Source: an optimization exercise on an open RTL-to-GDS flow (aim: small area and a short achievable clock period). Production flows keep margins and buffers that such runs may drop.
The RTL was checked by simulation tests, not by an equivalence proof against the original design.
Power and IR drop assume default switching activity.

== oak ==
// norm_rnd
module norm_rnd
(
    input  wire          clk,
    input  wire          reset,
    input  wire  [105:0] fract_in,
    input  wire  [10:0]  exp_in,
    input  wire          sign,
    input  wire  [1:0]   r_mode,
    output logic [52:0]  fract_out,
    output logic [10:0]  exp_out,
    output logic         dn_out,
    output logic         ine_out,
    output logic         overflow_out,
    output logic         infinite_out
);
    logic [52:0] nb_trunc_n;
    logic        nb_guard_n;
    logic        nb_sticky;
    logic [10:0] nb_exp;
    logic [10:0] nb_exp_inc;
    logic        nb_denorm;
    logic        nb_kill;
    logic        nb_exp_ovf;
    logic        nb_exp_top;
    normalizer u_normalizer
    (
        .fract_in    (fract_in),
        .exp_in      (exp_in),
        .trunc_n_out (nb_trunc_n),
        .guard_n_out (nb_guard_n),
        .sticky_out  (nb_sticky),
        .exp_out     (nb_exp),
        .exp_inc_out (nb_exp_inc),
  ...
clock: 14.0 ns
lec_check: 0
abc_area: 0
cap_margin: 20
core_margin: 2
core_utilization: 40
slew_margin: 20
synth_hierarchical: 1
synth_minimum_keep_size: 0
tns_end_percent: 100
standard.sh (not shown) runs the stock make flow with config.mk's settings and CLKGATE_MAP_FILE= SYNTH_SCRIPT=/design/flow/synth_recipe.tcl, a recipe that flattens the netlist after the stock synthesis.
==> flow/flow/run.sh <==
#!/bin/bash
# The standard layout, with plain buf_1 cells as the port buffers instead of
# the delay cells buffer_ports picks by default. Every port still gets its
# own buffer.
set -euo pipefail
export BUFFER_PORTS_ARGS="-buffer_cell sky130_fd_sc_hd__buf_1"
export SETUP_SLACK_MARGIN=4.5
bash standard.sh > standard_flow.log 2>&1
oak finished every stage and its layout cleared the timing, design-rule and antenna checks.
### oak -> pine
-- flow/flow/run.sh --
<<< oak, line 5
set -euo pipefail
export BUFFER_PORTS_ARGS="-buffer_cell sky130_fd_sc_hd__buf_1"
export SETUP_SLACK_MARGIN=4.5
bash standard.sh > standard_flow.log 2>&1
>>> pine, line 5
set -euo pipefail
export BUFFER_PORTS_ARGS="-buffer_cell sky130_fd_sc_hd__buf_1"
export SETUP_SLACK_MARGIN=4
bash standard.sh > standard_flow.log 2>&1
-- flow/config.mk --
<<< oak, line 9
export CAP_MARGIN = 20
export CORE_MARGIN = 2
export CORE_UTILIZATION = 40
export SLEW_MARGIN = 20
export SYNTH_HIERARCHICAL = 1
export SYNTH_MINIMUM_KEEP_SIZE = 0
export TNS_END_PERCENT = 100
>>> pine, line 9
export CAP_MARGIN = 20
export CORE_MARGIN = 2
export CORE_UTILIZATION = 30
export SLEW_MARGIN = 20
export SYNTH_HIERARCHICAL = 1
export SYNTH_MINIMUM_KEEP_SIZE = 1000
export TNS_END_PERCENT = 100
- pine against oak: floorplan core area +26%, post-synthesis to final-layout area growth +4.4 points, transition time of the tightest slew-check pin -110 ps, initial detailed-routing violation count +55.
- In the metrics for pine and oak, the one carrying the higher global-route usage is oak.
- Measured against each other, pine and oak differ in ratio of total power to cell area, the higher figure coming from oak.
- In pine, per-cell via count in the routed design is lower than in oak.
- Looking at simple-gate share of the synthesized area across pine and oak, the one that comes out lower is pine.
- The power in combinational cells of pine is lower than that of oak.
The inputs of birch differ from those of pine as listed below.
-- flow/flow/run.sh --
<<< pine, line 5
set -euo pipefail
export BUFFER_PORTS_ARGS="-buffer_cell sky130_fd_sc_hd__buf_1"
export SETUP_SLACK_MARGIN=4
bash standard.sh > standard_flow.log 2>&1
>>> birch, line 5
set -euo pipefail
export BUFFER_PORTS_ARGS="-buffer_cell sky130_fd_sc_hd__buf_1"
export SETUP_SLACK_MARGIN=5
export SKIP_GATE_CLONING=1
bash standard.sh > standard_flow.log 2>&1
-- flow/config.mk --
<<< pine, line 12
export SLEW_MARGIN = 20
export SYNTH_HIERARCHICAL = 1
export SYNTH_MINIMUM_KEEP_SIZE = 1000
export TNS_END_PERCENT = 100
>>> birch, line 12
export SLEW_MARGIN = 20
export SYNTH_HIERARCHICAL = 1
export SYNTH_MINIMUM_KEEP_SIZE = 0
export TNS_END_PERCENT = 100
--- outcome ---
Diff pine and birch: number of nets in the finished design lower in pine
[birch vs pine] synthesis-to-finish area growth: higher in birch
birch reports a higher number of vias after detailed routing than pine does.
Inputs modified between birch and maple:
-- flow/flow/run.sh --
<<< birch, line 6
export BUFFER_PORTS_ARGS="-buffer_cell sky130_fd_sc_hd__buf_1"
export SETUP_SLACK_MARGIN=5
export SKIP_GATE_CLONING=1
bash standard.sh > standard_flow.log 2>&1
>>> maple, line 6
export BUFFER_PORTS_ARGS="-buffer_cell sky130_fd_sc_hd__buf_1"
export SETUP_SLACK_MARGIN=5
export SETUP_MOVE_SEQUENCE=unbuffer,sizeup,swap
bash standard.sh > standard_flow.log 2>&1
## What came out
Combinational fraction of design power sits higher in maple than in birch.
maple ended with every stage complete and zero timing, DRC or antenna violations.
In maple the signal arrival time at the worst endpoint turned out 650 ps higher than in birch.
Delta (maple minus birch): overall routing resource usage up 0.35 points, reported leakage power rose by about 0.75%, area overhead of the layout relative to synthesis increased by 5.6 points relative to the old numbers.
When maple is set beside birch, its wire length reported by the detailed router turns out to be about 0.6% smaller.
Higher via count of the first global-routing pass among maple and birch: maple

-- port drivers added, routing unchanged --
In the flow no input, the clock included, has a driving cell. The finished layouts below were timed again as built, in two steps. Step 1: set_driving_cell puts a clkbuf_16 on clk and a buf_2 on each other input, an assumption about the parent block. Step 2 also shifts input and output timing later by t, the mid clock arrival at the registers, as if the neighbouring blocks saw the same clock. a / b / c = ideal / step 1 / step 2; a / b = the first two.
run | t (ns) | setup WS [ns] | slew at the worst register clock pin (ns)
oak | 0.367 | 4.767 / 4.787 / 4.420 | 0.06 / 0.06
pine | 0.360 | 4.243 / 4.260 / 3.899 | 0.06 / 0.06
birch | 0.357 | 5.187 / 5.205 / 4.848 | 0.06 / 0.06
maple | 0.357 | 4.503 / 4.507 / 4.150 | 0.06 / 0.06
After both steps setup and hold are still met in every run listed. For maple, which loses most, drivers alone change the setup slack by +0.004 ns; drivers and shift together by -0.353 ns.
